This design comes from an exercise in tuning for small area, a short achievable clock period and few clock cycles per item on the open sky130 flow, not from production work.
Function was checked by simulation only, so behaviour that the tests miss may differ from the original.

## flow/design.v (module list and top-level ports; edited modules follow where they fit)
// module fir_a: 316 lines
// module fir_b: 5 lines
// module luma_mul: 76 lines
// module csc_r_lo: 177 lines
// module csc_r_hi: 126 lines
// module csc_g_lo: 207 lines
// module csc_g_hi: 170 lines
// module csc_b_lo: 161 lines
// module csc_b_hi: 54 lines
// module yuv_to_rgb_top: 190 lines
module yuv_to_rgb_top (
	input logic CLOCK_50_I,
	input logic Resetn,
	input logic [31:0] in_pair,
	input logic in_valid,
	output logic in_ready,
	output logic [15:0] out_word,
	output logic out_valid,
	input logic out_ready
);
  // ...
==> flow/run.sh <==
#!/bin/bash
# synth_recipe.tcl (not shown) runs the flow's synth.tcl, then flattens the netlist and writes it again
# the make line also repeats each setting of config.mk as NAME=value (left out here)
make -C /OpenROAD-flow-scripts/flow DESIGN_CONFIG=/design/flow/config.mk WORK_HOME=/design/flow/orfs CLKGATE_MAP_FILE= SYNTH_SCRIPT=/design/flow/synth_recipe.tcl finish
==> flow/config.mk <==
export PLATFORM = sky130hd
export DESIGN_NAME = yuv_to_rgb_top
export DESIGN_NICKNAME = yuv_to_rgb_top
export VERILOG_FILES = /design/flow/design.v
export SDC_FILE = /design/flow/constraint.sdc
export NUM_CORES = 4
export LEC_CHECK = 0
export CAP_MARGIN = 50
export CORE_MARGIN = 2
export CORE_UTILIZATION = 40
export SLEW_MARGIN = 70
==> flow/constraint.sdc <==
create_clock -name core_clock -period 12.0 [get_ports {CLOCK_50_I}]
set_input_delay 2.4000 -clock core_clock [delete_from_list [all_inputs] [get_ports {CLOCK_50_I}]]
set_output_delay 2.4000 -clock core_clock [all_outputs]
set_load 0.01 [all_outputs]
==> reports/qor.csv, run 1 <==
metric,value,unit
fin_crit,4402,ps
path_clk_slew,60,ps
die_height,246.0,um
routed-wl-met2,20.62,mm
cp_slowest_cell,fa_1,
synth_cells,1783,
rsz0062_at_grt,no,
final_cell_mix,"348 x edfxtp_1, 336 x inv_1, 200 x fa_1",
worst_setup_path_end_kind,flip-flop,
postLayoutSetupSlackWorst,7599,ps
ys_seq_area_frac,0.4707,
cts_resized,0,
clockBufferDepth,3,
yosys.area.top_type,edfxtp_1,
synth_edf_count,348,
grt.busiest_layer,met2,
largest_reg_flops,96,
synthSimpleGateAreaFrac,0.04727,
final_common_cell,edfxtp_1,
ys_dominant_reg_cell,edfxtp_1,
finClkSkew,11.69,ps
grt_use_met2,0.2496,
pre_cts_ws,7274,ps
hpwlAfterDp,36.16,mm
reg2reg_depth,13,
crit_chain,fa_1 -> ha_1 -> inv_1 -> fa_1 -> inv_1 -> fa_1 -> fa_1 -> a21o_1 -> a21oi_1 -> o21bai_1 -> a2111oi_2 -> nor3_1 -> xor2_1,
dr.max_layer_used,met4,
grtUsageMet1,0.2136,
report.final.slew_viol_count,0,
grt_pass1_vias,14060,
synth.cell_area,23420,um^2
routed_via_density,4.941,
drc,0,
yosys_warnings,3,
multi_input_cells,1044,
outcome,"complete, no violations",
hold_violations,0,
Testbench counts, summed over its fixed seeds: cycles 23,376, items 7,680.
==> module luma_mul, before the edit <==
module luma_mul (input logic [7:0] y, output logic [24:0] t);
	logic n_0;
	logic n_1;
	logic n_2;
	logic n_3;
	logic n_4;
	logic n_5;
	logic n_6;
	logic n_7;
	logic n_8;
	logic n_9;
	logic n_10;
	logic n_11;
	logic n_12;
	logic n_13;
	logic n_14;
	logic n_15;
	logic n_16;
	logic n_17;
	logic n_18;
	logic n_19;
	logic n_20;
	logic n_21;
	logic n_22;
	logic n_23;
	logic n_24;
	logic n_25;
	logic n_26;
	logic n_27;
	logic n_28;
	logic n_29;
	logic n_30;
	logic n_31;
	logic n_32;
	logic n_33;
	logic n_34;
	logic [24:0] ra, rb;
	assign n_0 = ~(y[5] ^ y[3]);
	assign n_1 = y[5] | y[3];
	assign n_2 = ~(y[6] ^ y[4]);
	assign n_3 = y[6] | y[4];
	assign n_4 = y[5] ^ y[3] ^ y[0];
	assign n_5 = (y[5] & y[3]) | (y[5] & y[0]) | (y[3] & y[0]);
	assign n_6 = y[4] ^ y[1] ^ y[7];
	assign n_7 = (y[4] & y[1]) | (y[4] & y[7]) | (y[1] & y[7]);
	assign n_8 = y[5] ^ y[2] ^ y[6];
	assign n_9 = (y[5] & y[2]) | (y[5] & y[6]) | (y[2] & y[6]);
	assign n_10 = ~(y[6] ^ y[3]);
	assign n_11 = y[6] | y[3];
	assign n_12 = ~(y[3] ^ y[1]);
	assign n_13 = y[3] | y[1];
	assign n_14 = ~y[4];
	assign n_15 = y[2] ^ y[0] ^ n_14;
	assign n_16 = (y[2] & y[0]) | (y[2] & n_14) | (y[0] & n_14);
	assign n_17 = n_0 ^ y[1] ^ y[4];
	assign n_18 = (n_0 & y[1]) | (n_0 & y[4]) | (y[1] & y[4]);
	assign n_19 = n_2 ^ y[2] ^ n_1;
	assign n_20 = (n_2 & y[2]) | (n_2 & n_1) | (y[2] & n_1);
	assign n_21 = ~y[7];
	assign n_22 = n_4 ^ n_3 ^ n_21;
	assign n_23 = (n_4 & n_3) | (n_4 & n_21) | (n_3 & n_21);
	assign n_24 = ~y[6];
	assign n_25 = n_6 ^ n_5 ^ n_24;
	assign n_26 = (n_6 & n_5) | (n_6 & n_24) | (n_5 & n_24);
	assign n_27 = n_8 ^ n_7 ^ n_21;
	assign n_28 = (n_8 & n_7) | (n_8 & n_21) | (n_7 & n_21);
	assign n_29 = n_10 ^ y[7] ^ n_9;
	assign n_30 = (n_10 & y[7]) | (n_10 & n_9) | (y[7] & n_9);
	assign n_31 = y[4] ^ n_11 ^ n_21;
	assign n_32 = (y[4] & n_11) | (y[4] & n_21) | (n_11 & n_21);
	assign n_33 = ~(y[5] ^ y[7]);
	assign n_34 = y[5] | y[7];
	assign ra = {y[7], ~y[7], ~y[6], n_33, n_31, n_29, n_27, n_25, n_22, n_19, n_17, n_15, n_12, ~y[2], y[1], y[0], ~y[6], ~y[5], ~y[4], ~y[3], ~y[2], ~y[1], ~y[0], 1'b0, 1'b0};
	assign rb = {1'b1, y[6], n_34, n_32, n_30, n_28, n_26, n_23, n_20, n_18, n_16, n_13, y[2], y[0], 1'b1, ~y[7], 1'b0, 1'b0, 1'b0, 1'b0, 1'b0, 1'b0, 1'b1, 1'b0, 1'b0};
	assign t = ra + rb;
endmodule
==> module csc_g_lo, before the edit <==
module csc_g_lo (input logic [24:0] t, input logic [7:0] u, input logic [7:0] v, output logic [2:0] lc);
	logic n_0;
	logic n_1;
	logic n_2;
	logic n_3;
	logic n_4;
	logic n_5;
	logic n_6;
	logic n_7;
	logic n_8;
	logic n_9;
	logic n_10;
	logic n_11;
	logic n_12;
	logic n_13;
	logic n_14;
	logic n_15;
	logic n_16;
	logic n_17;
	logic n_18;
	logic n_19;
	logic n_20;
	logic n_21;
	logic n_22;
	logic n_23;
	logic n_24;
	logic n_25;
	logic n_26;
	logic n_27;
	logic n_28;
	logic n_29;
	logic n_30;
	logic n_31;
	logic n_32;
	logic n_33;
	logic n_34;
	logic n_35;
	logic n_36;
	logic n_37;
	logic n_38;
	logic n_39;
	logic n_40;
	logic n_41;
	logic n_42;
	logic n_43;
	logic n_44;
	logic n_45;
	logic n_46;
	logic n_47;
	logic n_48;
	logic n_49;
	logic n_50;
	logic n_51;
	logic n_52;
	logic n_53;
	logic n_54;
	logic n_55;
	logic n_56;
	logic n_57;
	logic n_58;
	logic n_59;
	logic n_60;
	logic n_61;
	logic n_62;
	logic n_63;
	logic n_64;
	logic n_65;
	logic n_66;
	logic n_67;
	logic n_68;
	logic n_69;
	logic n_70;
	logic n_71;
	logic n_72;
	logic n_73;
	logic n_74;
	logic n_75;
	logic n_76;
	logic n_77;
	logic n_78;
	logic n_79;
	logic n_80;
	logic n_81;
	logic n_82;
	logic n_83;
	logic n_84;
	logic n_85;
	logic n_86;
	logic n_87;
	logic n_88;
	logic n_89;
	logic n_90;
	logic n_91;
	logic n_92;
	logic n_93;
	logic n_94;
	logic n_95;
	logic n_96;
	logic n_97;
	logic n_98;
	logic n_99;
	logic [18:0] ra, rb, sum;
	assign n_0 = u[0] ^ v[5];
	assign n_1 = ~(u[0] | v[5]);
	assign n_2 = u[1] ^ v[6] ^ v[1];
	assign n_3 = (u[1] & v[6]) | (u[1] & v[1]) | (v[6] & v[1]);
	assign n_4 = u[2] ^ v[7] ^ v[2];
	assign n_5 = (u[2] & v[7]) | (u[2] & v[2]) | (v[7] & v[2]);
	assign n_6 = t[8] ^ u[5];
	assign n_7 = t[8] & u[5];
	assign n_8 = t[9] ^ u[6];
	assign n_9 = t[9] & u[6];
	assign n_10 = u[5] ^ u[0] ^ v[5];
	assign n_11 = (u[5] & u[0]) | (u[5] & v[5]) | (u[0] & v[5]);
	assign n_12 = u[6] ^ u[1];
	assign n_13 = ~(u[6] | u[1]);
	assign n_14 = ~(~u[7] ^ ~u[2]);
	assign n_15 = ~u[7] | ~u[2];
	assign n_16 = v[7] ^ v[0];
	assign n_17 = ~(v[7] | v[0]);
	assign n_18 = ~u[3];
	assign n_19 = t[13] ^ u[0] ^ n_18;
	assign n_20 = (t[13] & u[0]) | (t[13] & n_18) | (u[0] & n_18);
	assign n_21 = ~(t[14] ^ u[1]);
	assign n_22 = t[14] | u[1];
	assign n_23 = v[0] ^ ~u[4];
	assign n_24 = v[0] & ~u[4];
	assign n_25 = u[5] ^ t[15] ^ u[2];
	assign n_26 = (u[5] & t[15]) | (u[5] & u[2]) | (t[15] & u[2]);
	assign n_27 = ~v[1];
	assign n_28 = n_27 ^ u[0] ^ v[3];
	assign n_29 = (n_27 & u[0]) | (n_27 & v[3]) | (u[0] & v[3]);
	assign n_30 = n_0 ^ t[5];
	assign n_31 = n_0 & t[5];
	assign n_32 = t[6] ^ u[3] ^ n_1;
	assign n_33 = (t[6] & u[3]) | (t[6] & n_1) | (u[3] & n_1);
	assign n_34 = ~n_4;
	assign n_35 = t[7] ^ u[4] ^ n_34;
	assign n_36 = (t[7] & u[4]) | (t[7] & n_34) | (u[4] & n_34);
	assign n_37 = u[3] ^ v[3] ^ n_5;
	assign n_38 = (u[3] & v[3]) | (u[3] & n_5) | (v[3] & n_5);
	assign n_39 = ~u[4];
	assign n_40 = n_8 ^ n_7 ^ n_39;
	assign n_41 = (n_8 & n_7) | (n_8 & n_39) | (n_7 & n_39);
	assign n_42 = t[10] ^ u[7] ^ n_9;
	assign n_43 = (t[10] & u[7]) | (t[10] & n_9) | (u[7] & n_9);
	assign n_44 = ~v[6];
	assign n_45 = n_12 ^ t[11] ^ n_44;
	assign n_46 = (n_12 & t[11]) | (n_12 & n_44) | (t[11] & n_44);
	assign n_47 = n_14 ^ n_16 ^ t[12];
	assign n_48 = (n_14 & n_16) | (n_14 & t[12]) | (n_16 & t[12]);
	assign n_49 = n_19 ^ n_15 ^ n_17;
	assign n_50 = (n_19 & n_15) | (n_19 & n_17) | (n_15 & n_17);
	assign n_51 = n_21 ^ n_23 ^ n_20;
	assign n_52 = (n_21 & n_23) | (n_21 & n_20) | (n_23 & n_20);
	assign n_53 = n_25 ^ n_22 ^ n_24;
	assign n_54 = (n_25 & n_22) | (n_25 & n_24) | (n_22 & n_24);
	assign n_55 = u[5] ^ n_29;
	assign n_56 = ~(u[5] | n_29);
	assign n_57 = t[1] ^ ~v[1];
	assign n_58 = t[1] & ~v[1];
	assign n_59 = t[2] ^ ~v[2];
	assign n_60 = t[2] & ~v[2];
	assign n_61 = ~v[3];
	assign n_62 = t[3] ^ u[0] ^ n_61;
	assign n_63 = (t[3] & u[0]) | (t[3] & n_61) | (u[0] & n_61);
	assign n_64 = ~v[4];
	assign n_65 = t[4] ^ u[1] ^ n_64;
	assign n_66 = (t[4] & u[1]) | (t[4] & n_64) | (u[1] & n_64);
	assign n_67 = ~v[0];
	assign n_68 = n_30 ^ u[2] ^ n_67;
	assign n_69 = (n_30 & u[2]) | (n_30 & n_67) | (u[2] & n_67);
	assign n_70 = ~n_2;
	assign n_71 = n_32 ^ n_31 ^ n_70;
	assign n_72 = (n_32 & n_31) | (n_32 & n_70) | (n_31 & n_70);
	assign n_73 = ~n_3;
	assign n_74 = n_35 ^ n_33 ^ n_73;
	assign n_75 = (n_35 & n_33) | (n_35 & n_73) | (n_33 & n_73);
	assign n_76 = ~n_37;
	assign n_77 = n_6 ^ n_36 ^ n_76;
	assign n_78 = (n_6 & n_36) | (n_6 & n_76) | (n_36 & n_76);
	assign n_79 = ~n_40;
	assign n_80 = v[4] ^ n_38 ^ n_79;
	assign n_81 = (v[4] & n_38) | (v[4] & n_79) | (n_38 & n_79);
	assign n_82 = ~n_10;
	assign n_83 = n_42 ^ n_41 ^ n_82;
	assign n_84 = (n_42 & n_41) | (n_42 & n_82) | (n_41 & n_82);
	assign n_85 = ~n_11;
	assign n_86 = n_45 ^ n_43 ^ n_85;
	assign n_87 = (n_45 & n_43) | (n_45 & n_85) | (n_43 & n_85);
	assign n_88 = n_47 ^ n_13 ^ n_46;
	assign n_89 = (n_47 & n_13) | (n_47 & n_46) | (n_13 & n_46);
	assign n_90 = n_49 ^ n_48 ^ n_27;
	assign n_91 = (n_49 & n_48) | (n_49 & n_27) | (n_48 & n_27);
	assign n_92 = ~v[2];
	assign n_93 = n_51 ^ n_50 ^ n_92;
	assign n_94 = (n_51 & n_50) | (n_51 & n_92) | (n_50 & n_92);
	assign n_95 = ~n_28;
	assign n_96 = n_53 ^ n_52 ^ n_95;
	assign n_97 = (n_53 & n_52) | (n_53 & n_95) | (n_52 & n_95);
	assign n_98 = n_55 ^ n_26 ^ n_54;
	assign n_99 = (n_55 & n_26) | (n_55 & n_54) | (n_26 & n_54);
	assign ra = {1'b0, n_56, n_98, n_96, n_93, n_90, n_88, n_86, n_83, ~n_80, n_77, n_74, n_71, n_68, n_65, n_62, n_59, n_57, ~t[0]};
	assign rb = {1'b0, n_99, n_97, n_94, n_91, n_89, n_87, n_84, ~n_81, n_78, n_75, n_72, n_69, n_66, n_63, n_60, n_58, t[0], ~v[0]};
	assign sum = ra + rb;
	assign lc = sum[18:16];
endmodule
==> module csc_g_hi, before the edit <==
module csc_g_hi (input logic [24:0] t, input logic [7:0] u, input logic [7:0] v, input logic [2:0] lc, output logic [9:0] h);
	logic n_0;
	logic n_1;
	logic n_2;
	logic n_3;
	logic n_4;
	logic n_5;
	logic n_6;
	logic n_7;
	logic n_8;
	logic n_9;
	logic n_10;
	logic n_11;
	logic n_12;
	logic n_13;
	logic n_14;
	logic n_15;
	logic n_16;
	logic n_17;
	logic n_18;
	logic n_19;
	logic n_20;
	logic n_21;
	logic n_22;
	logic n_23;
	logic n_24;
	logic n_25;
	logic n_26;
	logic n_27;
	logic n_28;
	logic n_29;
	logic n_30;
	logic n_31;
	logic n_32;
	logic n_33;
	logic n_34;
	logic n_35;
	logic n_36;
	logic n_37;
	logic n_38;
	logic n_39;
	logic n_40;
	logic n_41;
	logic n_42;
	logic n_43;
	logic n_44;
	logic n_45;
	logic n_46;
	logic n_47;
	logic n_48;
	logic n_49;
	logic n_50;
	logic n_51;
	logic n_52;
	logic n_53;
	logic n_54;
	logic n_55;
	logic n_56;
	logic n_57;
	logic n_58;
	logic n_59;
	logic n_60;
	logic n_61;
	logic n_62;
	logic n_63;
	logic n_64;
	logic n_65;
	logic n_66;
	logic n_67;
	logic n_68;
	logic n_69;
	logic n_70;
	logic n_71;
	logic n_72;
	logic n_73;
	logic n_74;
	logic n_75;
	logic n_76;
	logic n_77;
	logic n_78;
	logic n_79;
	logic n_80;
	logic n_81;
	logic [9:0] ra, rb;
	assign n_0 = t[16] ^ u[3] ^ v[2];
	assign n_1 = (t[16] & u[3]) | (t[16] & v[2]) | (u[3] & v[2]);
	assign n_2 = t[17] ^ u[4] ^ v[3];
	assign n_3 = (t[17] & u[4]) | (t[17] & v[3]) | (u[4] & v[3]);
	assign n_4 = lc[1] ^ ~u[7];
	assign n_5 = lc[1] & ~u[7];
	assign n_6 = ~(~u[3] ^ ~v[6]);
	assign n_7 = ~u[3] | ~v[6];
	assign n_8 = ~v[2];
	assign n_9 = n_8 ^ t[18] ^ u[5];
	assign n_10 = (n_8 & t[18]) | (n_8 & u[5]) | (t[18] & u[5]);
	assign n_11 = u[4] ^ v[7] ^ v[3];
	assign n_12 = (u[4] & v[7]) | (u[4] & v[3]) | (v[7] & v[3]);
	assign n_13 = u[6] ^ u[1] ^ v[4];
	assign n_14 = (u[6] & u[1]) | (u[6] & v[4]) | (u[1] & v[4]);
	assign n_15 = u[2] ^ v[5] ^ v[1];
	assign n_16 = (u[2] & v[5]) | (u[2] & v[1]) | (v[5] & v[1]);
	assign n_17 = n_2 ^ n_4;
	assign n_18 = n_2 & n_4;
	assign n_19 = n_6 ^ n_9 ^ v[4];
	assign n_20 = (n_6 & n_9) | (n_6 & v[4]) | (n_9 & v[4]);
	assign n_21 = lc[2] ^ n_3 ^ n_5;
	assign n_22 = (lc[2] & n_3) | (lc[2] & n_5) | (n_3 & n_5);
	assign n_23 = t[19] ^ u[6] ^ v[5];
	assign n_24 = (t[19] & u[6]) | (t[19] & v[5]) | (u[6] & v[5]);
	assign n_25 = ~n_11;
	assign n_26 = n_7 ^ n_10 ^ n_25;
	assign n_27 = (n_7 & n_10) | (n_7 & n_25) | (n_10 & n_25);
	assign n_28 = t[20] ^ u[5] ^ v[4];
	assign n_29 = (t[20] & u[5]) | (t[20] & v[4]) | (u[5] & v[4]);
	assign n_30 = ~n_12;
	assign n_31 = n_30 ^ u[7] ^ v[6];
	assign n_32 = (n_30 & u[7]) | (n_30 & v[6]) | (u[7] & v[6]);
	assign n_33 = ~(t[21] ^ v[7]);
	assign n_34 = t[21] | v[7];
	assign n_35 = ~t[20];
	assign n_36 = n_35 ^ u[6] ^ v[5];
	assign n_37 = (n_35 & u[6]) | (n_35 & v[5]) | (u[6] & v[5]);
	assign n_38 = ~(~u[7] ^ ~v[6]);
	assign n_39 = ~u[7] | ~v[6];
	assign n_40 = n_0 ^ lc[0];
	assign n_41 = n_0 & lc[0];
	assign n_42 = ~n_15;
	assign n_43 = n_17 ^ n_1 ^ n_42;
	assign n_44 = (n_17 & n_1) | (n_17 & n_42) | (n_1 & n_42);
	assign n_45 = n_19 ^ n_21 ^ n_18;
	assign n_46 = (n_19 & n_21) | (n_19 & n_18) | (n_21 & n_18);
	assign n_47 = n_23 ^ n_26 ^ n_20;
	assign n_48 = (n_23 & n_26) | (n_23 & n_20) | (n_26 & n_20);
	assign n_49 = n_31 ^ n_24 ^ n_27;
	assign n_50 = (n_31 & n_24) | (n_31 & n_27) | (n_24 & n_27);
	assign n_51 = ~n_36;
	assign n_52 = n_33 ^ n_32 ^ n_51;
	assign n_53 = (n_33 & n_32) | (n_33 & n_51) | (n_32 & n_51);
	assign n_54 = n_38 ^ t[22] ^ n_34;
	assign n_55 = (n_38 & t[22]) | (n_38 & n_34) | (t[22] & n_34);
	assign n_56 = ~(t[23] ^ n_39);
	assign n_57 = t[23] | n_39;
	assign n_58 = n_13 ^ v[0];
	assign n_59 = ~(n_13 | v[0]);
	assign n_60 = ~n_14;
	assign n_61 = n_43 ^ n_41 ^ n_60;
	assign n_62 = (n_43 & n_41) | (n_43 & n_60) | (n_41 & n_60);
	assign n_63 = ~n_16;
	assign n_64 = n_45 ^ n_44 ^ n_63;
	assign n_65 = (n_45 & n_44) | (n_45 & n_63) | (n_44 & n_63);
	assign n_66 = n_47 ^ n_22 ^ n_46;
	assign n_67 = (n_47 & n_22) | (n_47 & n_46) | (n_22 & n_46);
	assign n_68 = ~n_28;
	assign n_69 = n_49 ^ n_48 ^ n_68;
	assign n_70 = (n_49 & n_48) | (n_49 & n_68) | (n_48 & n_68);
	assign n_71 = ~n_29;
	assign n_72 = n_52 ^ n_50 ^ n_71;
	assign n_73 = (n_52 & n_50) | (n_52 & n_71) | (n_50 & n_71);
	assign n_74 = ~n_37;
	assign n_75 = n_54 ^ n_53 ^ n_74;
	assign n_76 = (n_54 & n_53) | (n_54 & n_74) | (n_53 & n_74);
	assign n_77 = ~v[7];
	assign n_78 = n_56 ^ n_55 ^ n_77;
	assign n_79 = (n_56 & n_55) | (n_56 & n_77) | (n_55 & n_77);
	assign n_80 = ~(t[24] ^ n_57);
	assign n_81 = t[24] | n_57;
	assign ra = {n_81, n_80, n_78, n_75, n_72, n_69, n_66, n_64, n_61, n_58};
	assign rb = {1'b1, n_79, n_76, n_73, n_70, n_67, n_65, n_62, n_59, n_40};
	assign h = ra + rb;
endmodule
==> module yuv_to_rgb_top, before the edit <==
module yuv_to_rgb_top (
	input logic CLOCK_50_I,
	input logic Resetn,
	input logic [31:0] in_pair,
	input logic in_valid,
	output logic in_ready,
	output logic [15:0] out_word,
	output logic out_valid,
	input logic out_ready
);
	logic [15:0] win [6];
	logic [15:0] yq [4];
	logic [1:0] ph, ph_n;
	logic areg, t1, t2, wf;
	logic areg_n, t1_n, t2_n, wf_n;
	logic [7:0] cnt, cnt_n;
	logic [1:0] fl, pd, fl_n, pd_n;
	logic sv;
	logic a0, adv, ld;
	logic step_ok, acc, fstep, pstep, stv;
	logic fs, ps;
	logic [7:0] c0, c1, c2, c3, c4, c5;
	logic [8:0] fp, fq, fr;
	logic [9:0] fa_n, fb_n, fa, fb;
	logic fc_n, fc;
	logic [7:0] fir_q;
	logic [7:0] ym, pu, pv, qu, qv;
	logic [24:0] tm, pt, qt;
	logic [2:0] lr_n, lg_n, lr, lg;
	logic [1:0] lb_n, lb;
	logic [9:0] r_n, g_n, r, g;
	logic [10:0] b_n, b;
	logic [7:0] rs, gs, bs;
	logic [15:0] word, skid;
	assign a0 = (ph == 2'd0) && wf;
	assign adv = !sv && (a0 || areg || t1 || t2);
	assign ld = adv && ((ph == 2'd0) ? t2 : t1);
	assign step_ok = !wf && !(ph == 2'd1 && areg);
	assign acc = in_valid && in_ready;
	assign fstep = fs;
	assign pstep = ps;
	assign stv = fstep || (acc && cnt >= 8'd3);
	always_comb begin
		ph_n = ph;
		areg_n = areg;
		t1_n = t1;
		t2_n = t2;
		if (adv) begin
			areg_n = (ph == 2'd0 && a0) || (ph == 2'd1 && areg);
			t1_n = (ph == 2'd2 && areg) || (ph != 2'd2 && t1);
			t2_n = (ph == 2'd2 && t1);
			if (!areg_n && !t1_n && !t2_n) ph_n = 2'd0;
			else ph_n = (ph == 2'd2) ? 2'd0 : ph + 2'd1;
		end
		wf_n = (wf && !(a0 && adv)) || stv;
		cnt_n = cnt;
		fl_n = fl;
		pd_n = pd;
		if (acc) begin
			cnt_n = (cnt == 8'(yuv_rgb_pkg::LINE_PAIRS - 1)) ? 8'd0 : cnt + 8'd1;
			if (cnt == 8'(yuv_rgb_pkg::LINE_PAIRS - 1)) fl_n = 2'd3;
			if (cnt == 8'd0) pd_n = 2'd2;
		end
		if (fstep) fl_n = fl - 2'd1;
		if (pstep) pd_n = pd - 2'd1;
	end
	always_ff @(posedge CLOCK_50_I or negedge Resetn) begin
		if (!Resetn) begin
			ph <= 2'd0;
			areg <= 1'b0;
			t1 <= 1'b0;
			t2 <= 1'b0;
			wf <= 1'b0;
			cnt <= 8'd0;
			fl <= 2'd0;
			pd <= 2'd0;
			in_ready <= 1'b0;
			fs <= 1'b0;
			ps <= 1'b0;
		end else begin
			ph <= ph_n;
			areg <= areg_n;
			t1 <= t1_n;
			t2 <= t2_n;
			wf <= wf_n;
			cnt <= cnt_n;
			fl <= fl_n;
			pd <= pd_n;
			in_ready <= !wf_n && !(ph_n == 2'd1 && areg_n) && fl_n == 2'd0 && pd_n == 2'd0;
			fs <= !wf_n && !(ph_n == 2'd1 && areg_n) && fl_n != 2'd0;
			ps <= !wf_n && !(ph_n == 2'd1 && areg_n) && pd_n != 2'd0;
		end
	end
	always_ff @(posedge CLOCK_50_I) begin
		if (acc || fstep || pstep) begin
			for (int i = 0; i < 5; i++) win[i] <= win[i + 1];
		end
		if (acc) win[5] <= in_pair[15:0];
		if (acc || fstep) begin
			for (int i = 0; i < 3; i++) yq[i] <= yq[i + 1];
			yq[3] <= in_pair[31:16];
		end
	end
	assign c0 = (ph == 2'd0) ? win[0][7:0] : win[0][15:8];
	assign c1 = (ph == 2'd0) ? win[1][7:0] : win[1][15:8];
	assign c2 = (ph == 2'd0) ? win[2][7:0] : win[2][15:8];
	assign c3 = (ph == 2'd0) ? win[3][7:0] : win[3][15:8];
	assign c4 = (ph == 2'd0) ? win[4][7:0] : win[4][15:8];
	assign c5 = (ph == 2'd0) ? win[5][7:0] : win[5][15:8];
	fir_a u_fir_a (.p(fp), .q(fq), .r(fr), .ha(fa_n), .hb(fb_n), .hc(fc_n));
	fir_b u_fir_b (.ha(fa), .hb(fb), .hc(fc), .q(fir_q));
	always_ff @(posedge CLOCK_50_I) begin
		if (adv) begin
			fp <= {1'b0, c0} + {1'b0, c5};
			fq <= {1'b0, c1} + {1'b0, c4};
			fr <= {1'b0, c2} + {1'b0, c3};
			fa <= fa_n;
			fb <= fb_n;
			fc <= fc_n;
		end
	end
	luma_mul u_luma (.y(ym), .t(tm));
	csc_r_lo u_r_lo (.t(pt), .v(pv), .lc(lr_n));
	csc_g_lo u_g_lo (.t(pt), .u(pu), .v(pv), .lc(lg_n));
	csc_b_lo u_b_lo (.t(pt), .u(pu), .lc(lb_n));
	csc_r_hi u_r_hi (.t(qt), .v(qv), .lc(lr), .h(r_n));
	csc_g_hi u_g_hi (.t(qt), .u(qu), .v(qv), .lc(lg), .h(g_n));
	csc_b_hi u_b_hi (.t(qt), .u(qu), .lc(lb), .h(b_n));
	always_ff @(posedge CLOCK_50_I) begin
		if (adv) begin
			if (ph == 2'd0) ym <= yq[0][15:8];
			if (ph == 2'd1) ym <= yq[0][7:0];
			case (ph)
				2'd1: begin
					pt <= tm;
					pu <= win[2][15:8];
					pv <= win[2][7:0];
				end
				2'd2: begin
					pt <= tm;
					pv <= fir_q;
				end
				default: pu <= fir_q;
			endcase
			qt <= pt;
			qu <= pu;
			qv <= pv;
			lr <= lr_n;
			lg <= lg_n;
			lb <= lb_n;
			if (ph != 2'd2) r <= r_n;
			if (ph != 2'd1) begin
				g <= g_n;
				b <= b_n;
			end
		end
	end
	assign rs = yuv_rgb_pkg::sat10(r);
	assign gs = yuv_rgb_pkg::sat10(g);
	assign bs = yuv_rgb_pkg::sat11(b);
	always_comb begin
		case (ph)
			2'd1: word = {rs, gs};
			2'd2: word = {bs, rs};
			default: word = {gs, bs};
		endcase
	end
	always_ff @(posedge CLOCK_50_I or negedge Resetn) begin
		if (!Resetn) begin
			out_valid <= 1'b0;
			sv <= 1'b0;
		end else begin
			if (out_valid && out_ready) begin
				out_valid <= sv || ld;
				sv <= sv && ld;
			end else if (ld) begin
				out_valid <= 1'b1;
				sv <= out_valid;
			end
		end
	end
	always_ff @(posedge CLOCK_50_I) begin
		if (out_valid && out_ready) begin
			out_word <= sv ? skid : word;
		end else if (!out_valid) begin
			out_word <= word;
		end
		if (ld) skid <= word;
	end
endmodule
==> inputs of run 2 (changes only) <==
--- a/flow/design.v
+++ b/flow/design.v
@@ -410,7 +410,371 @@
 	assign n_34 = y[5] | y[7];
 	assign ra = {y[7], ~y[7], ~y[6], n_33, n_31, n_29, n_27, n_25, n_22, n_19, n_17, n_15, n_12, ~y[2], y[1], y[0], ~y[6], ~y[5], ~y[4], ~y[3], ~y[2], ~y[1], ~y[0], 1'b0, 1'b0};
 	assign rb = {1'b1, y[6], n_34, n_32, n_30, n_28, n_26, n_23, n_20, n_18, n_16, n_13, y[2], y[0], 1'b1, ~y[7], 1'b0, 1'b0, 1'b0, 1'b0, 1'b0, 1'b0, 1'b1, 1'b0, 1'b0};
-	assign t = ra + rb;
+	logic ad_0;
+	logic ad_1;
+	logic ad_2;
+	logic ad_3;
+	logic ad_4;
+	logic ad_5;
+	logic ad_6;
+	logic ad_7;
+	logic ad_8;
+	logic ad_9;
+	logic ad_10;
+	logic ad_11;
+	logic ad_12;
+	logic ad_13;
+	logic ad_14;
+	logic ad_15;
+	logic ad_16;
+	logic ad_17;
+	logic ad_18;
+	logic ad_19;
+	logic ad_20;
+	logic ad_21;
+	logic ad_22;
+	logic ad_23;
+	logic ad_24;
+	logic ad_25;
+	logic ad_26;
+	logic ad_27;
+	logic ad_28;
+	logic ad_29;
+	logic ad_30;
+	logic ad_31;
+	logic ad_32;
+	logic ad_33;
+	logic ad_34;
+	logic ad_35;
+	logic ad_36;
+	logic ad_37;
+	logic ad_38;
+	logic ad_39;
+	logic ad_40;
+	logic ad_41;
+	logic ad_42;
+	logic ad_43;
+	logic ad_44;
+	logic ad_45;
+	logic ad_46;
+	logic ad_47;
+	logic ad_48;
+	logic ad_49;
+	logic ad_50;
+	logic ad_51;
+	logic ad_52;
+	logic ad_53;
+	logic ad_54;
+	logic ad_55;
+	logic ad_56;
+	logic ad_57;
+	logic ad_58;
+	logic ad_59;
+	logic ad_60;
+	logic ad_61;
+	logic ad_62;
+	logic ad_63;
+	logic ad_64;
+	logic ad_65;
+	logic ad_66;
+	logic ad_67;
+	logic ad_68;
+	logic ad_69;
+	logic ad_70;
+	logic ad_71;
+	logic ad_72;
+	logic ad_73;
+	logic ad_74;
+	logic ad_75;
+	logic ad_76;
+	logic ad_77;
+	logic ad_78;
+	logic ad_79;
+	logic ad_80;
+	logic ad_81;
+	logic ad_82;
+	logic ad_83;
+	logic ad_84;
+	logic ad_85;
+	logic ad_86;
+	logic ad_87;
+	logic ad_88;
+	logic ad_89;
+	logic ad_90;
+	logic ad_91;
+	logic ad_92;
+	logic ad_93;
+	logic ad_94;
+	logic ad_95;
+	logic ad_96;
+	logic ad_97;
+	logic ad_98;
+	logic ad_99;
+	logic ad_100;
+	logic ad_101;
+	logic ad_102;
+	logic ad_103;
+	logic ad_104;
+	logic ad_105;
+	logic ad_106;
+	logic ad_107;
+	logic ad_108;
+	logic ad_109;
+	logic ad_110;
+	logic ad_111;
+	logic ad_112;
+	logic ad_113;
+	logic ad_114;
+	logic ad_115;
+	logic ad_116;
+	logic ad_117;
+	logic ad_118;
+	logic ad_119;
+	logic ad_120;
+	logic ad_121;
+	logic ad_122;
+	logic ad_123;
+	logic ad_124;
+	logic ad_125;
+	logic ad_126;
+	logic ad_127;
+	logic ad_128;
+	logic ad_129;
+	logic ad_130;
+	logic ad_131;
+	logic ad_132;
+	logic ad_133;
+	logic ad_134;
+	logic ad_135;
+	logic ad_136;
+	logic ad_137;
+	logic ad_138;
+	logic ad_139;
+	logic ad_140;
+	logic ad_141;
+	logic ad_142;
+	logic ad_143;
+	logic ad_144;
+	logic ad_145;
+	logic ad_146;
+	logic ad_147;
+	logic ad_148;
+	logic ad_149;
+	logic ad_150;
+	logic ad_151;
+	logic ad_152;
+	logic ad_153;
+	logic ad_154;
+	logic ad_155;
+	logic ad_156;
+	logic ad_157;
+	logic ad_158;
+	logic ad_159;
+	logic ad_160;
+	logic ad_161;
+	logic ad_162;
+	logic ad_163;
+	logic ad_164;
+	logic ad_165;
+	logic ad_166;
+	logic ad_167;
+	logic ad_168;
+	logic ad_169;
+	logic ad_170;
+	logic ad_171;
+	logic ad_172;
+	logic ad_173;
+	logic ad_174;
+	logic ad_175;
+	logic ad_176;
+	logic ad_177;
+	logic ad_178;
+	logic ad_179;
+	logic ad_180;
+	logic ad_181;
+	assign ad_0 = ra[0] & rb[0];
+	assign ad_1 = ra[1] & rb[1];
+	assign ad_2 = ra[2] & rb[2];
+	assign ad_3 = ra[3] & rb[3];
+	assign ad_4 = ra[4] & rb[4];
+	assign ad_5 = ra[5] & rb[5];
+	assign ad_6 = ra[6] & rb[6];
+	assign ad_7 = ra[7] & rb[7];
+	assign ad_8 = ra[8] & rb[8];
+	assign ad_9 = ra[9] & rb[9];
+	assign ad_10 = ra[10] & rb[10];
+	assign ad_11 = ra[11] & rb[11];
+	assign ad_12 = ra[12] & rb[12];
+	assign ad_13 = ra[13] & rb[13];
+	assign ad_14 = ra[14] & rb[14];
+	assign ad_15 = ra[15] & rb[15];
+	assign ad_16 = ra[16] & rb[16];
+	assign ad_17 = ra[17] & rb[17];
+	assign ad_18 = ra[18] & rb[18];
+	assign ad_19 = ra[19] & rb[19];
+	assign ad_20 = ra[20] & rb[20];
+	assign ad_21 = ra[21] & rb[21];
+	assign ad_22 = ra[22] & rb[22];
+	assign ad_23 = ra[23] & rb[23];
+	assign ad_24 = ra[24] & rb[24];
+	assign ad_25 = ra[0] ^ rb[0];
+	assign ad_26 = ra[1] ^ rb[1];
+	assign ad_27 = ra[2] ^ rb[2];
+	assign ad_28 = ra[3] ^ rb[3];
+	assign ad_29 = ra[4] ^ rb[4];
+	assign ad_30 = ra[5] ^ rb[5];
+	assign ad_31 = ra[6] ^ rb[6];
+	assign ad_32 = ra[7] ^ rb[7];
+	assign ad_33 = ra[8] ^ rb[8];
+	assign ad_34 = ra[9] ^ rb[9];
+	assign ad_35 = ra[10] ^ rb[10];
+	assign ad_36 = ra[11] ^ rb[11];
+	assign ad_37 = ra[12] ^ rb[12];
+	assign ad_38 = ra[13] ^ rb[13];
+	assign ad_39 = ra[14] ^ rb[14];
+	assign ad_40 = ra[15] ^ rb[15];
+	assign ad_41 = ra[16] ^ rb[16];
+	assign ad_42 = ra[17] ^ rb[17];
+	assign ad_43 = ra[18] ^ rb[18];
+	assign ad_44 = ra[19] ^ rb[19];
+	assign ad_45 = ra[20] ^ rb[20];
+	assign ad_46 = ra[21] ^ rb[21];
+	assign ad_47 = ra[22] ^ rb[22];
+	assign ad_48 = ra[23] ^ rb[23];
+	assign ad_49 = ra[24] ^ rb[24];
+	assign ad_50 = ad_1 | (ad_26 & ad_0);
+	assign ad_51 = ad_26 & ad_25;
+	assign ad_52 = ad_3 | (ad_28 & ad_2);
+	assign ad_53 = ad_28 & ad_27;
+	assign ad_54 = ad_5 | (ad_30 & ad_4);
+	assign ad_55 = ad_30 & ad_29;
+	assign ad_56 = ad_7 | (ad_32 & ad_6);
+	assign ad_57 = ad_32 & ad_31;
+	assign ad_58 = ad_9 | (ad_34 & ad_8);
+	assign ad_59 = ad_34 & ad_33;
+	assign ad_60 = ad_11 | (ad_36 & ad_10);
+	assign ad_61 = ad_36 & ad_35;
+	assign ad_62 = ad_13 | (ad_38 & ad_12);
+	assign ad_63 = ad_38 & ad_37;
+	assign ad_64 = ad_15 | (ad_40 & ad_14);
+	assign ad_65 = ad_40 & ad_39;
+	assign ad_66 = ad_17 | (ad_42 & ad_16);
+	assign ad_67 = ad_42 & ad_41;
+	assign ad_68 = ad_19 | (ad_44 & ad_18);
+	assign ad_69 = ad_44 & ad_43;
+	assign ad_70 = ad_21 | (ad_46 & ad_20);
+	assign ad_71 = ad_46 & ad_45;
+	assign ad_72 = ad_23 | (ad_48 & ad_22);
+	assign ad_73 = ad_48 & ad_47;
+	assign ad_74 = ad_2 | (ad_27 & ad_50);
+	assign ad_75 = ad_27 & ad_51;
+	assign ad_76 = ad_52 | (ad_53 & ad_50);
+	assign ad_77 = ad_53 & ad_51;
+	assign ad_78 = ad_6 | (ad_31 & ad_54);
+	assign ad_79 = ad_31 & ad_55;
+	assign ad_80 = ad_56 | (ad_57 & ad_54);
+	assign ad_81 = ad_57 & ad_55;
+	assign ad_82 = ad_10 | (ad_35 & ad_58);
+	assign ad_83 = ad_35 & ad_59;
+	assign ad_84 = ad_60 | (ad_61 & ad_58);
+	assign ad_85 = ad_61 & ad_59;
+	assign ad_86 = ad_14 | (ad_39 & ad_62);
+	assign ad_87 = ad_39 & ad_63;
+	assign ad_88 = ad_64 | (ad_65 & ad_62);
+	assign ad_89 = ad_65 & ad_63;
+	assign ad_90 = ad_18 | (ad_43 & ad_66);
+	assign ad_91 = ad_43 & ad_67;
+	assign ad_92 = ad_68 | (ad_69 & ad_66);
+	assign ad_93 = ad_69 & ad_67;
+	assign ad_94 = ad_22 | (ad_47 & ad_70);
+	assign ad_95 = ad_47 & ad_71;
+	assign ad_96 = ad_72 | (ad_73 & ad_70);
+	assign ad_97 = ad_73 & ad_71;
+	assign ad_98 = ad_4 | (ad_29 & ad_76);
+	assign ad_99 = ad_29 & ad_77;
+	assign ad_100 = ad_54 | (ad_55 & ad_76);
+	assign ad_101 = ad_55 & ad_77;
+	assign ad_102 = ad_78 | (ad_79 & ad_76);
+	assign ad_103 = ad_79 & ad_77;
+	assign ad_104 = ad_80 | (ad_81 & ad_76);
+	assign ad_105 = ad_81 & ad_77;
+	assign ad_106 = ad_12 | (ad_37 & ad_84);
+	assign ad_107 = ad_37 & ad_85;
+	assign ad_108 = ad_62 | (ad_63 & ad_84);
+	assign ad_109 = ad_63 & ad_85;
+	assign ad_110 = ad_86 | (ad_87 & ad_84);
+	assign ad_111 = ad_87 & ad_85;
+	assign ad_112 = ad_88 | (ad_89 & ad_84);
+	assign ad_113 = ad_89 & ad_85;
+	assign ad_114 = ad_20 | (ad_45 & ad_92);
+	assign ad_115 = ad_45 & ad_93;
+	assign ad_116 = ad_70 | (ad_71 & ad_92);
+	assign ad_117 = ad_71 & ad_93;
+	assign ad_118 = ad_94 | (ad_95 & ad_92);
+	assign ad_119 = ad_95 & ad_93;
+	assign ad_120 = ad_96 | (ad_97 & ad_92);
+	assign ad_121 = ad_97 & ad_93;
+	assign ad_122 = ad_8 | (ad_33 & ad_104);
+	assign ad_123 = ad_33 & ad_105;
+	assign ad_124 = ad_58 | (ad_59 & ad_104);
+	assign ad_125 = ad_59 & ad_105;
+	assign ad_126 = ad_82 | (ad_83 & ad_104);
+	assign ad_127 = ad_83 & ad_105;
+	assign ad_128 = ad_84 | (ad_85 & ad_104);
+	assign ad_129 = ad_85 & ad_105;
+	assign ad_130 = ad_106 | (ad_107 & ad_104);
+	assign ad_131 = ad_107 & ad_105;
+	assign ad_132 = ad_108 | (ad_109 & ad_104);
+	assign ad_133 = ad_109 & ad_105;
+	assign ad_134 = ad_110 | (ad_111 & ad_104);
+	assign ad_135 = ad_111 & ad_105;
+	assign ad_136 = ad_112 | (ad_113 & ad_104);
+	assign ad_137 = ad_113 & ad_105;
+	assign ad_138 = ad_24 | (ad_49 & ad_120);
+	assign ad_139 = ad_49 & ad_121;
+	assign ad_140 = ad_16 | (ad_41 & ad_136);
+	assign ad_141 = ad_41 & ad_137;
+	assign ad_142 = ad_66 | (ad_67 & ad_136);
+	assign ad_143 = ad_67 & ad_137;
+	assign ad_144 = ad_90 | (ad_91 & ad_136);
+	assign ad_145 = ad_91 & ad_137;
+	assign ad_146 = ad_92 | (ad_93 & ad_136);
+	assign ad_147 = ad_93 & ad_137;
+	assign ad_148 = ad_114 | (ad_115 & ad_136);
+	assign ad_149 = ad_115 & ad_137;
+	assign ad_150 = ad_116 | (ad_117 & ad_136);
+	assign ad_151 = ad_117 & ad_137;
+	assign ad_152 = ad_118 | (ad_119 & ad_136);
+	assign ad_153 = ad_119 & ad_137;
+	assign ad_154 = ad_120 | (ad_121 & ad_136);
+	assign ad_155 = ad_121 & ad_137;
+	assign ad_156 = ad_138 | (ad_139 & ad_136);
+	assign ad_157 = ad_139 & ad_137;
+	assign ad_158 = ad_26 ^ ad_0;
+	assign ad_159 = ad_27 ^ ad_50;
+	assign ad_160 = ad_28 ^ ad_74;
+	assign ad_161 = ad_29 ^ ad_76;
+	assign ad_162 = ad_30 ^ ad_98;
+	assign ad_163 = ad_31 ^ ad_100;
+	assign ad_164 = ad_32 ^ ad_102;
+	assign ad_165 = ad_33 ^ ad_104;
+	assign ad_166 = ad_34 ^ ad_122;
+	assign ad_167 = ad_35 ^ ad_124;
+	assign ad_168 = ad_36 ^ ad_126;
+	assign ad_169 = ad_37 ^ ad_128;
+	assign ad_170 = ad_38 ^ ad_130;
+	assign ad_171 = ad_39 ^ ad_132;
+	assign ad_172 = ad_40 ^ ad_134;
+	assign ad_173 = ad_41 ^ ad_136;
+	assign ad_174 = ad_42 ^ ad_140;
+	assign ad_175 = ad_43 ^ ad_142;
+	assign ad_176 = ad_44 ^ ad_144;
+	assign ad_177 = ad_45 ^ ad_146;
+	assign ad_178 = ad_46 ^ ad_148;
+	assign ad_179 = ad_47 ^ ad_150;
+	assign ad_180 = ad_48 ^ ad_152;
+	assign ad_181 = ad_49 ^ ad_154;
+	assign t = {ad_181, ad_180, ad_179, ad_178, ad_177, ad_176, ad_175, ad_174, ad_173, ad_172, ad_171, ad_170, ad_169, ad_168, ad_167, ad_166, ad_165, ad_164, ad_163, ad_162, ad_161, ad_160, ad_159, ad_158, ad_25};
 endmodule
 module csc_r_lo (input logic [24:0] t, input logic [7:0] v, output logic [2:0] lc);
 	logic n_0;
@@ -715,7 +1079,7 @@
 	assign rb = {n_59, n_56, n_53, n_50, n_47, n_45, n_42, n_39, n_36, n_21};
 	assign h = ra + rb;
 endmodule
-module csc_g_lo (input logic [24:0] t, input logic [7:0] u, input logic [7:0] v, output logic [2:0] lc);
+module csc_g_lo (input logic [24:0] t, input logic [7:0] u, input logic [7:0] v, output logic [2:0] lc, output logic [9:0] pa, output logic [9:0] pb);
 	logic n_0;
 	logic n_1;
 	logic n_2;
@@ -816,6 +1180,59 @@
 	logic n_97;
 	logic n_98;
 	logic n_99;
+	logic n_100;
+	logic n_101;
+	logic n_102;
+	logic n_103;
+	logic n_104;
+	logic n_105;
+	logic n_106;
+	logic n_107;
+	logic n_108;
+	logic n_109;
+	logic n_110;
+	logic n_111;
+	logic n_112;
+	logic n_113;
+	logic n_114;
+	logic n_115;
+	logic n_116;
+	logic n_117;
+	logic n_118;
+	logic n_119;
+	logic n_120;
+	logic n_121;
+	logic n_122;
+	logic n_123;
+	logic n_124;
+	logic n_125;
+	logic n_126;
+	logic n_127;
+	logic n_128;
+	logic n_129;
+	logic n_130;
+	logic n_131;
+	logic n_132;
+	logic n_133;
+	logic n_134;
+	logic n_135;
+	logic n_136;
+	logic n_137;
+	logic n_138;
+	logic n_139;
+	logic n_140;
+	logic n_141;
+	logic n_142;
+	logic n_143;
+	logic n_144;
+	logic n_145;
+	logic n_146;
+	logic n_147;
+	logic n_148;
+	logic n_149;
+	logic n_150;
+	logic n_151;
+	logic n_152;
 	logic [18:0] ra, rb, sum;
 	assign n_0 = u[0] ^ v[5];
 	assign n_1 = ~(u[0] | v[5]);
@@ -917,12 +1334,67 @@
 	assign n_97 = (n_53 & n_52) | (n_53 & n_95) | (n_52 & n_95);
 	assign n_98 = n_55 ^ n_26 ^ n_54;
 	assign n_99 = (n_55 & n_26) | (n_55 & n_54) | (n_26 & n_54);
+	assign n_100 = u[6] ^ u[1] ^ v[4];
+	assign n_101 = (u[6] & u[1]) | (u[6] & v[4]) | (u[1] & v[4]);
+	assign n_102 = u[7] ^ u[2] ^ v[5];
+	assign n_103 = (u[7] & u[2]) | (u[7] & v[5]) | (u[2] & v[5]);
+	assign n_104 = ~v[1] ^ u[4];
+	assign n_105 = ~v[1] & u[4];
+	assign n_106 = u[3] ^ v[6] ^ v[2];
+	assign n_107 = (u[3] & v[6]) | (u[3] & v[2]) | (v[6] & v[2]);
+	assign n_108 = u[5] ^ v[4];
+	assign n_109 = u[5] & v[4];
+	assign n_110 = u[4] ^ v[7] ^ v[3];
+	assign n_111 = (u[4] & v[7]) | (u[4] & v[3]) | (v[7] & v[3]);
+	assign n_112 = u[6] ^ v[5];
+	assign n_113 = u[6] & v[5];
+	assign n_114 = ~u[5];
+	assign n_115 = u[7] ^ v[6] ^ n_114;
+	assign n_116 = (u[7] & v[6]) | (u[7] & n_114) | (v[6] & n_114);
+	assign n_117 = u[3] ^ v[2];
+	assign n_118 = u[3] & v[2];
+	assign n_119 = ~n_102;
+	assign n_120 = n_104 ^ v[3] ^ n_119;
+	assign n_121 = (n_104 & v[3]) | (n_104 & n_119) | (v[3] & n_119);
+	assign n_122 = ~n_106;
+	assign n_123 = n_108 ^ n_105 ^ n_122;
+	assign n_124 = (n_108 & n_105) | (n_108 & n_122) | (n_105 & n_122);
+	assign n_125 = ~n_110;
+	assign n_126 = n_112 ^ n_109 ^ n_125;
+	assign n_127 = (n_112 & n_109) | (n_112 & n_125) | (n_109 & n_125);
+	assign n_128 = n_115 ^ n_113 ^ n_64;
+	assign n_129 = (n_115 & n_113) | (n_115 & n_64) | (n_113 & n_64);
+	assign n_130 = ~u[6];
+	assign n_131 = v[7] ^ n_116 ^ n_130;
+	assign n_132 = (v[7] & n_116) | (v[7] & n_130) | (n_116 & n_130);
+	assign n_133 = n_100 ^ v[0];
+	assign n_134 = ~(n_100 | v[0]);
+	assign n_135 = ~n_101;
+	assign n_136 = n_120 ^ n_118 ^ n_135;
+	assign n_137 = (n_120 & n_118) | (n_120 & n_135) | (n_118 & n_135);
+	assign n_138 = ~n_103;
+	assign n_139 = n_123 ^ n_121 ^ n_138;
+	assign n_140 = (n_123 & n_121) | (n_123 & n_138) | (n_121 & n_138);
+	assign n_141 = ~n_107;
+	assign n_142 = n_126 ^ n_124 ^ n_141;
+	assign n_143 = (n_126 & n_124) | (n_126 & n_141) | (n_124 & n_141);
+	assign n_144 = ~n_111;
+	assign n_145 = n_128 ^ n_127 ^ n_144;
+	assign n_146 = (n_128 & n_127) | (n_128 & n_144) | (n_127 & n_144);
+	assign n_147 = ~v[5];
+	assign n_148 = n_131 ^ n_129 ^ n_147;
+	assign n_149 = (n_131 & n_129) | (n_131 & n_147) | (n_129 & n_147);
+	assign n_150 = ~n_132;
+	assign n_151 = u[7] ^ v[6] ^ n_150;
+	assign n_152 = (u[7] & v[6]) | (u[7] & n_150) | (v[6] & n_150);
 	assign ra = {1'b0, n_56, n_98, n_96, n_93, n_90, n_88, n_86, n_83, ~n_80, n_77, n_74, n_71, n_68, n_65, n_62, n_59, n_57, ~t[0]};
 	assign rb = {1'b0, n_99, n_97, n_94, n_91, n_89, n_87, n_84, ~n_81, n_78, n_75, n_72, n_69, n_66, n_63, n_60, n_58, t[0], ~v[0]};
+	assign pa = {1'b0, 1'b0, ~v[7], ~n_151, n_148, n_145, n_142, n_139, n_136, n_133};
+	assign pb = {1'b0, 1'b0, ~n_152, n_149, n_146, n_143, n_140, n_137, n_134, n_117};
 	assign sum = ra + rb;
 	assign lc = sum[18:16];
 endmodule
-module csc_g_hi (input logic [24:0] t, input logic [7:0] u, input logic [7:0] v, input logic [2:0] lc, output logic [9:0] h);
+module csc_g_hi (input logic [24:0] t, input logic [7:0] u, input logic [7:0] v, input logic [2:0] lc, input logic [9:0] pa, input logic [9:0] pb, output logic [9:0] h);
 	logic n_0;
 	logic n_1;
 	logic n_2;
@@ -958,138 +1430,44 @@
 	logic n_32;
 	logic n_33;
 	logic n_34;
-	logic n_35;
-	logic n_36;
-	logic n_37;
-	logic n_38;
-	logic n_39;
-	logic n_40;
-	logic n_41;
-	logic n_42;
-	logic n_43;
-	logic n_44;
-	logic n_45;
-	logic n_46;
-	logic n_47;
-	logic n_48;
-	logic n_49;
-	logic n_50;
-	logic n_51;
-	logic n_52;
-	logic n_53;
-	logic n_54;
-	logic n_55;
-	logic n_56;
-	logic n_57;
-	logic n_58;
-	logic n_59;
-	logic n_60;
-	logic n_61;
-	logic n_62;
-	logic n_63;
-	logic n_64;
-	logic n_65;
-	logic n_66;
-	logic n_67;
-	logic n_68;
-	logic n_69;
-	logic n_70;
-	logic n_71;
-	logic n_72;
-	logic n_73;
-	logic n_74;
-	logic n_75;
-	logic n_76;
-	logic n_77;
-	logic n_78;
-	logic n_79;
-	logic n_80;
-	logic n_81;
 	logic [9:0] ra, rb;
-	assign n_0 = t[16] ^ u[3] ^ v[2];
-	assign n_1 = (t[16] & u[3]) | (t[16] & v[2]) | (u[3] & v[2]);
-	assign n_2 = t[17] ^ u[4] ^ v[3];
-	assign n_3 = (t[17] & u[4]) | (t[17] & v[3]) | (u[4] & v[3]);
-	assign n_4 = lc[1] ^ ~u[7];
-	assign n_5 = lc[1] & ~u[7];
-	assign n_6 = ~(~u[3] ^ ~v[6]);
-	assign n_7 = ~u[3] | ~v[6];
-	assign n_8 = ~v[2];
-	assign n_9 = n_8 ^ t[18] ^ u[5];
-	assign n_10 = (n_8 & t[18]) | (n_8 & u[5]) | (t[18] & u[5]);
-	assign n_11 = u[4] ^ v[7] ^ v[3];
-	assign n_12 = (u[4] & v[7]) | (u[4] & v[3]) | (v[7] & v[3]);
-	assign n_13 = u[6] ^ u[1] ^ v[4];
-	assign n_14 = (u[6] & u[1]) | (u[6] & v[4]) | (u[1] & v[4]);
-	assign n_15 = u[2] ^ v[5] ^ v[1];
-	assign n_16 = (u[2] & v[5]) | (u[2] & v[1]) | (v[5] & v[1]);
-	assign n_17 = n_2 ^ n_4;
-	assign n_18 = n_2 & n_4;
-	assign n_19 = n_6 ^ n_9 ^ v[4];
-	assign n_20 = (n_6 & n_9) | (n_6 & v[4]) | (n_9 & v[4]);
-	assign n_21 = lc[2] ^ n_3 ^ n_5;
-	assign n_22 = (lc[2] & n_3) | (lc[2] & n_5) | (n_3 & n_5);
-	assign n_23 = t[19] ^ u[6] ^ v[5];
-	assign n_24 = (t[19] & u[6]) | (t[19] & v[5]) | (u[6] & v[5]);
-	assign n_25 = ~n_11;
-	assign n_26 = n_7 ^ n_10 ^ n_25;
-	assign n_27 = (n_7 & n_10) | (n_7 & n_25) | (n_10 & n_25);
-	assign n_28 = t[20] ^ u[5] ^ v[4];
-	assign n_29 = (t[20] & u[5]) | (t[20] & v[4]) | (u[5] & v[4]);
-	assign n_30 = ~n_12;
-	assign n_31 = n_30 ^ u[7] ^ v[6];
-	assign n_32 = (n_30 & u[7]) | (n_30 & v[6]) | (u[7] & v[6]);
-	assign n_33 = ~(t[21] ^ v[7]);
-	assign n_34 = t[21] | v[7];
-	assign n_35 = ~t[20];
-	assign n_36 = n_35 ^ u[6] ^ v[5];
-	assign n_37 = (n_35 & u[6]) | (n_35 & v[5]) | (u[6] & v[5]);
-	assign n_38 = ~(~u[7] ^ ~v[6]);
-	assign n_39 = ~u[7] | ~v[6];
-	assign n_40 = n_0 ^ lc[0];
-	assign n_41 = n_0 & lc[0];
-	assign n_42 = ~n_15;
-	assign n_43 = n_17 ^ n_1 ^ n_42;
-	assign n_44 = (n_17 & n_1) | (n_17 & n_42) | (n_1 & n_42);
-	assign n_45 = n_19 ^ n_21 ^ n_18;
-	assign n_46 = (n_19 & n_21) | (n_19 & n_18) | (n_21 & n_18);
-	assign n_47 = n_23 ^ n_26 ^ n_20;
-	assign n_48 = (n_23 & n_26) | (n_23 & n_20) | (n_26 & n_20);
-	assign n_49 = n_31 ^ n_24 ^ n_27;
-	assign n_50 = (n_31 & n_24) | (n_31 & n_27) | (n_24 & n_27);
-	assign n_51 = ~n_36;
-	assign n_52 = n_33 ^ n_32 ^ n_51;
-	assign n_53 = (n_33 & n_32) | (n_33 & n_51) | (n_32 & n_51);
-	assign n_54 = n_38 ^ t[22] ^ n_34;
-	assign n_55 = (n_38 & t[22]) | (n_38 & n_34) | (t[22] & n_34);
-	assign n_56 = ~(t[23] ^ n_39);
-	assign n_57 = t[23] | n_39;
-	assign n_58 = n_13 ^ v[0];
-	assign n_59 = ~(n_13 | v[0]);
-	assign n_60 = ~n_14;
-	assign n_61 = n_43 ^ n_41 ^ n_60;
-	assign n_62 = (n_43 & n_41) | (n_43 & n_60) | (n_41 & n_60);
-	assign n_63 = ~n_16;
-	assign n_64 = n_45 ^ n_44 ^ n_63;
-	assign n_65 = (n_45 & n_44) | (n_45 & n_63) | (n_44 & n_63);
-	assign n_66 = n_47 ^ n_22 ^ n_46;
-	assign n_67 = (n_47 & n_22) | (n_47 & n_46) | (n_22 & n_46);
-	assign n_68 = ~n_28;
-	assign n_69 = n_49 ^ n_48 ^ n_68;
-	assign n_70 = (n_49 & n_48) | (n_49 & n_68) | (n_48 & n_68);
-	assign n_71 = ~n_29;
-	assign n_72 = n_52 ^ n_50 ^ n_71;
-	assign n_73 = (n_52 & n_50) | (n_52 & n_71) | (n_50 & n_71);
-	assign n_74 = ~n_37;
-	assign n_75 = n_54 ^ n_53 ^ n_74;
-	assign n_76 = (n_54 & n_53) | (n_54 & n_74) | (n_53 & n_74);
-	assign n_77 = ~v[7];
-	assign n_78 = n_56 ^ n_55 ^ n_77;
-	assign n_79 = (n_56 & n_55) | (n_56 & n_77) | (n_55 & n_77);
-	assign n_80 = ~(t[24] ^ n_57);
-	assign n_81 = t[24] | n_57;
-	assign ra = {n_81, n_80, n_78, n_75, n_72, n_69, n_66, n_64, n_61, n_58};
-	assign rb = {1'b1, n_79, n_76, n_73, n_70, n_67, n_65, n_62, n_59, n_40};
+	assign n_0 = t[16] ^ lc[0];
+	assign n_1 = t[16] & lc[0];
+	assign n_2 = t[17] ^ lc[1] ^ pa[1];
+	assign n_3 = (t[17] & lc[1]) | (t[17] & pa[1]) | (lc[1] & pa[1]);
+	assign n_4 = lc[2] ^ pa[2] ^ pb[2];
+	assign n_5 = (lc[2] & pa[2]) | (lc[2] & pb[2]) | (pa[2] & pb[2]);
+	assign n_6 = t[19] ^ pa[3] ^ pb[3];
+	assign n_7 = (t[19] & pa[3]) | (t[19] & pb[3]) | (pa[3] & pb[3]);
+	assign n_8 = ~(t[20] ^ pa[4]);
+	assign n_9 = t[20] | pa[4];
+	assign n_10 = ~(t[21] ^ pa[5]);
+	assign n_11 = t[21] | pa[5];
+	assign n_12 = ~(t[22] ^ pa[6]);
+	assign n_13 = t[22] | pa[6];
+	assign n_14 = ~(t[23] ^ pa[7]);
+	assign n_15 = t[23] | pa[7];
+	assign n_16 = n_0 ^ pa[0];
+	assign n_17 = n_0 & pa[0];
+	assign n_18 = n_2 ^ pb[1] ^ n_1;
+	assign n_19 = (n_2 & pb[1]) | (n_2 & n_1) | (pb[1] & n_1);
+	assign n_20 = ~t[18];
+	assign n_21 = n_4 ^ n_3 ^ n_20;
+	assign n_22 = (n_4 & n_3) | (n_4 & n_20) | (n_3 & n_20);
+	assign n_23 = n_6 ^ t[18] ^ n_5;
+	assign n_24 = (n_6 & t[18]) | (n_6 & n_5) | (t[18] & n_5);
+	assign n_25 = n_8 ^ pb[4] ^ n_7;
+	assign n_26 = (n_8 & pb[4]) | (n_8 & n_7) | (pb[4] & n_7);
+	assign n_27 = n_10 ^ pb[5] ^ n_9;
+	assign n_28 = (n_10 & pb[5]) | (n_10 & n_9) | (pb[5] & n_9);
+	assign n_29 = n_12 ^ pb[6] ^ n_11;
+	assign n_30 = (n_12 & pb[6]) | (n_12 & n_11) | (pb[6] & n_11);
+	assign n_31 = n_14 ^ pb[7] ^ n_13;
+	assign n_32 = (n_14 & pb[7]) | (n_14 & n_13) | (pb[7] & n_13);
+	assign n_33 = ~(t[24] ^ n_15);
+	assign n_34 = t[24] | n_15;
+	assign ra = {n_34, n_33, n_31, n_29, n_27, n_25, n_23, n_21, n_18, n_16};
+	assign rb = {1'b1, n_32, n_30, n_28, n_26, n_24, n_22, n_19, n_17, pb[0]};
 	assign h = ra + rb;
 endmodule
 module csc_b_lo (input logic [24:0] t, input logic [7:0] u, output logic [1:0] lc);
@@ -1338,6 +1716,7 @@
 	logic [24:0] tm, pt, qt;
 	logic [2:0] lr_n, lg_n, lr, lg;
 	logic [1:0] lb_n, lb;
+	logic [9:0] gpa_n, gpb_n, gpa, gpb;
 	logic [9:0] r_n, g_n, r, g;
 	logic [10:0] b_n, b;
 	logic [7:0] rs, gs, bs;
@@ -1431,10 +1810,10 @@
 	end
 	luma_mul u_luma (.y(ym), .t(tm));
 	csc_r_lo u_r_lo (.t(pt), .v(pv), .lc(lr_n));
-	csc_g_lo u_g_lo (.t(pt), .u(pu), .v(pv), .lc(lg_n));
+	csc_g_lo u_g_lo (.t(pt), .u(pu), .v(pv), .lc(lg_n), .pa(gpa_n), .pb(gpb_n));
 	csc_b_lo u_b_lo (.t(pt), .u(pu), .lc(lb_n));
 	csc_r_hi u_r_hi (.t(qt), .v(qv), .lc(lr), .h(r_n));
-	csc_g_hi u_g_hi (.t(qt), .u(qu), .v(qv), .lc(lg), .h(g_n));
+	csc_g_hi u_g_hi (.t(qt), .u(qu), .v(qv), .lc(lg), .pa(gpa), .pb(gpb), .h(g_n));
 	csc_b_hi u_b_hi (.t(qt), .u(qu), .lc(lb), .h(b_n));
 	always_ff @(posedge CLOCK_50_I) begin
 		if (adv) begin
@@ -1458,6 +1837,8 @@
 			lr <= lr_n;
 			lg <= lg_n;
 			lb <= lb_n;
+			gpa <= gpa_n;
+			gpb <= gpb_n;
 			if (ph != 2'd2) r <= r_n;
 			if (ph != 2'd1) begin
 				g <= g_n;
==> flow/flow/run.sh (new file) <==
#!/bin/bash
# The standard layout (standard.sh) with two changes to how it is made; the
# clock period and constraints are unchanged:
# - ports get a plain buffer (buf_2) instead of the delay cell buffer_ports
#   picks by default;
# - ORFS's repair_timing is asked for a setup margin, so the resizer works on
#   paths longer than the period less the margin.
set -euo pipefail
MARGIN=8.5
sed "s|^make -C |make SETUP_SLACK_MARGIN=$MARGIN SKIP_GATE_CLONING=1 'BUFFER_PORTS_ARGS=-buffer_cell sky130_fd_sc_hd__buf_2' -C |" standard.sh > flow_margin.sh
grep -q "SETUP_SLACK_MARGIN=$MARGIN" flow_margin.sh
bash flow_margin.sh finish > make.log 2>&1
==> flow/standard.sh (new file) <==
#!/bin/bash
# synth_recipe.tcl (not shown) runs the flow's synth.tcl, then flattens the netlist and writes it again
# the make line also repeats each setting of config.mk as NAME=value (left out here)
make -C /OpenROAD-flow-scripts/flow DESIGN_CONFIG=/design/flow/config.mk WORK_HOME=/design/flow/orfs CLKGATE_MAP_FILE= SYNTH_SCRIPT=/design/flow/synth_recipe.tcl "${@:-finish}"
--- a/flow/config.mk
+++ b/flow/config.mk
@@ -5,7 +5,7 @@
 export SDC_FILE = /design/flow/constraint.sdc
 export NUM_CORES = 4
 export LEC_CHECK = 0
-export CAP_MARGIN = 50
+export CAP_MARGIN = 20
 export CORE_MARGIN = 2
 export CORE_UTILIZATION = 40
-export SLEW_MARGIN = 70
+export SLEW_MARGIN = 20
removed: flow/run.sh
==> run 2 against run 1 <==
Setup slack improved by 710 ps. Synthesized cell count shrank 0.28%. Fmax up 19%. Non-clock buffer count rose by 77. Register-to-register slack improved by 710 ps. Sequential cell count is 16 higher. Still clean on timing, DRC and antenna. Routed wire length rose by 8.5%. Critical path type unchanged. Via count rose by 1.6%. Global-route usage increased by 0.83 points.
==> reports/qor.csv, run 2 <==
metric,value,unit,change
drive_gt1_frac,0.1905,,
synth_edf_count,364,,+4.6%
routabilityCongestion,0.9005,,
rsz0062_at_grt,yes,,
cts_tree,built,,
antenna_found_initial,0,,
initial_utilization,0.4028,,
numCtsBuffers,43,,
crit_type,reg -> reg,,
drv_cap,0,,
grt_pass1_wl,76.13,mm,
fmax,270.8,MHz,
cts_hold_buf,0,,
arrival,4020,ps,
finClkSkew,26.15,ps,+14.46 ps
area_delta_synth_final,16.24,%,
drc,0,,unchanged
die_height,247.3,um,+0.54%
yosys.area.top_type,edfxtp_1,,
grt_pass1_vias,14170,,+0.78%
synth_area_per_cell,13.32,um^2,
worst_setup_path_end_kind,flip-flop,,
hpwlAfterDp,36.12,mm,-0.13%
hold_violations,0,,unchanged
yosys_warnings,3,,unchanged
synth_cells,1778,,-0.28%
ys_types,69,,
finalSetupViolCount,0,,
io_pins,54,,
drt-initial-drc-count,817,,
dr_total_vias,13420,,
synth.most_common_cell,inv_1,,
multi_input_area,11040,um^2,
report.final.slew_viol_count,0,,unchanged
syn_nets,2220,,
die-area,61170,um^2,
ys_seq_area_frac,0.4859,,+0.01517
crit_path_max_fanout,2,,
reg.largest.list,"win (96), yq (64), pt (23)",,
fillerInstances,5226,,
dpl.cell_count,2584,,
clockBufferDepth,3,,unchanged
routed_via_density,4.856,,-1.7%
drt_first_pass_iters,5,,
fin_crit,3693,ps,-708.6 ps
htree_levels,2,,
utilization,0.4682,,
final_common_cell,edfxtp_1,,
final-seq-area,11510,um^2,
synth.cell_area,23680,um^2,+1.1%
finalSetupTns,0,ps,
largest_reg_flops,96,,unchanged
ant_nets,0,,
path_clk_slew,60,ps,about the same
reg2reg_depth,13,,unchanged
wl,48.52,mm,
synth_seq_cells,387,,
top_register,win,,
tightest_slew,1006,ps,
grt_max_degree,83,,
ys_dominant_reg_cell,edfxtp_1,,
final_cell_mix,"364 x edfxtp_1, 342 x inv_1, 196 x fa_1",,
core,58800,um^2,
maxSlewHeadroom,0.3294,,
outcome,"complete, no violations",,
placed_area,24970,um^2,
[run 2: cell types whose count changed after synthesis, moves of 11 or more]
| cell | delta |
|---|---|
| a21o_1 | -11 |
| edfxtp_1 | +16 |
| inv_1 | +26 |
| nor2b_1 | -11 |
| nor3_1 | -15 |
[run 2: per-layer routing]
metal	global-route usage	share of wire	vias up
met5	0	0	-
met4	0.04227	0.020	0
met3	0.02746	0.042	56
met2	0.2627	0.47	213
met1	0.2284	0.47	6709
li1	-	-	6438
[run 2: worst max-delay path, cell delays in order, from the launching register on]
cell	delay (ps)
edfxtp_1	400
inv_2	120
fa_1	420
fa_1	510
inv_1	50
fa_1	460
ha_1	290
a21o_1	160
a21oi_2	150
o21bai_1	100
a21oi_2	170
o21ai_2	70
or4_1	400
and3_1	150
[run 2: logic make-up after synthesis]
family	share of synthesized area
buffers and inverters	0.06224
DFF	0.4859
adders and majority gates	0.2782
muxes	0.03698
AOI/OAI and AO/OA	0.07154
xor gates and xnor gates	0.02552
and+or+nand+nor	0.03963
[run 2: final timing paths]
check,start,to
min,yq[1][1],yq[0][1]
max,qt[17],r[9]
min in group asynchronous,Resetn,out_valid
max reg2reg,qt[17],r[9]
max in group asynchronous,Resetn,in_ready
min reg2reg,yq[1][1],yq[0][1]
[run 2: per-stage QoR]
step                      setup slack, ps  hold slack, ps
after floorplan                      8289           400.3
after CTS                            8270           394.1
final                                8307           404.4
after detailed placement             7920           404.5
after global placement               8014           400.5
after global routing                 8143           420.8
[run 2: layout make-up]
cell class,instances,share of cell area
repair buffers,159,0.04154
clock inverters,29,0.01173
flip-flops and latches,387,0.4180
inverters,366,0.05186
well taps,773,0.03513
multi-input cells,999,0.4009
clock buffers,50,0.04077
[run 2: what timing repair did]
action / 4_1_cts / 5_1_grt
gates resized for setup: 46 / 34
buffers inserted: 61 / 39
endpoints found under the setup margin: 140 / 107
pin swaps: 32 / 23
Testbench counts of run 2, summed over its fixed seeds: cycles 23,376, items 7,680.

## port drivers added, routing unchanged
Ports are ideal in the flow. The routed layouts listed here were re-timed in OpenROAD.
Step 1 (the two cells are an assumption about what drives the block):
set clk [get_ports {CLOCK_50_I}]
set_driving_cell -lib_cell sky130_fd_sc_hd__clkbuf_16 $clk
set_driving_cell -lib_cell sky130_fd_sc_hd__buf_2 [delete_from_list [all_inputs] $clk]
Step 2 also shifts input and output timing later by t, the mid clock arrival at the registers, as if the neighbouring blocks saw the same clock.
Three values: ideal ports, drivers, drivers and shift; two values: the first two.
run	shift t [ns]	slack for setup (ns)	pins driven straight from the clock port
run 1	0.601	7.598 / 7.598 / 7.298	1
run 2	0.621	8.307 / 8.307 / 8.028	1
After both steps every run listed still meets setup and hold. The setup slack of run 1, which loses most, moves by 0.000 ns with the drivers and by -0.300 ns with both steps.
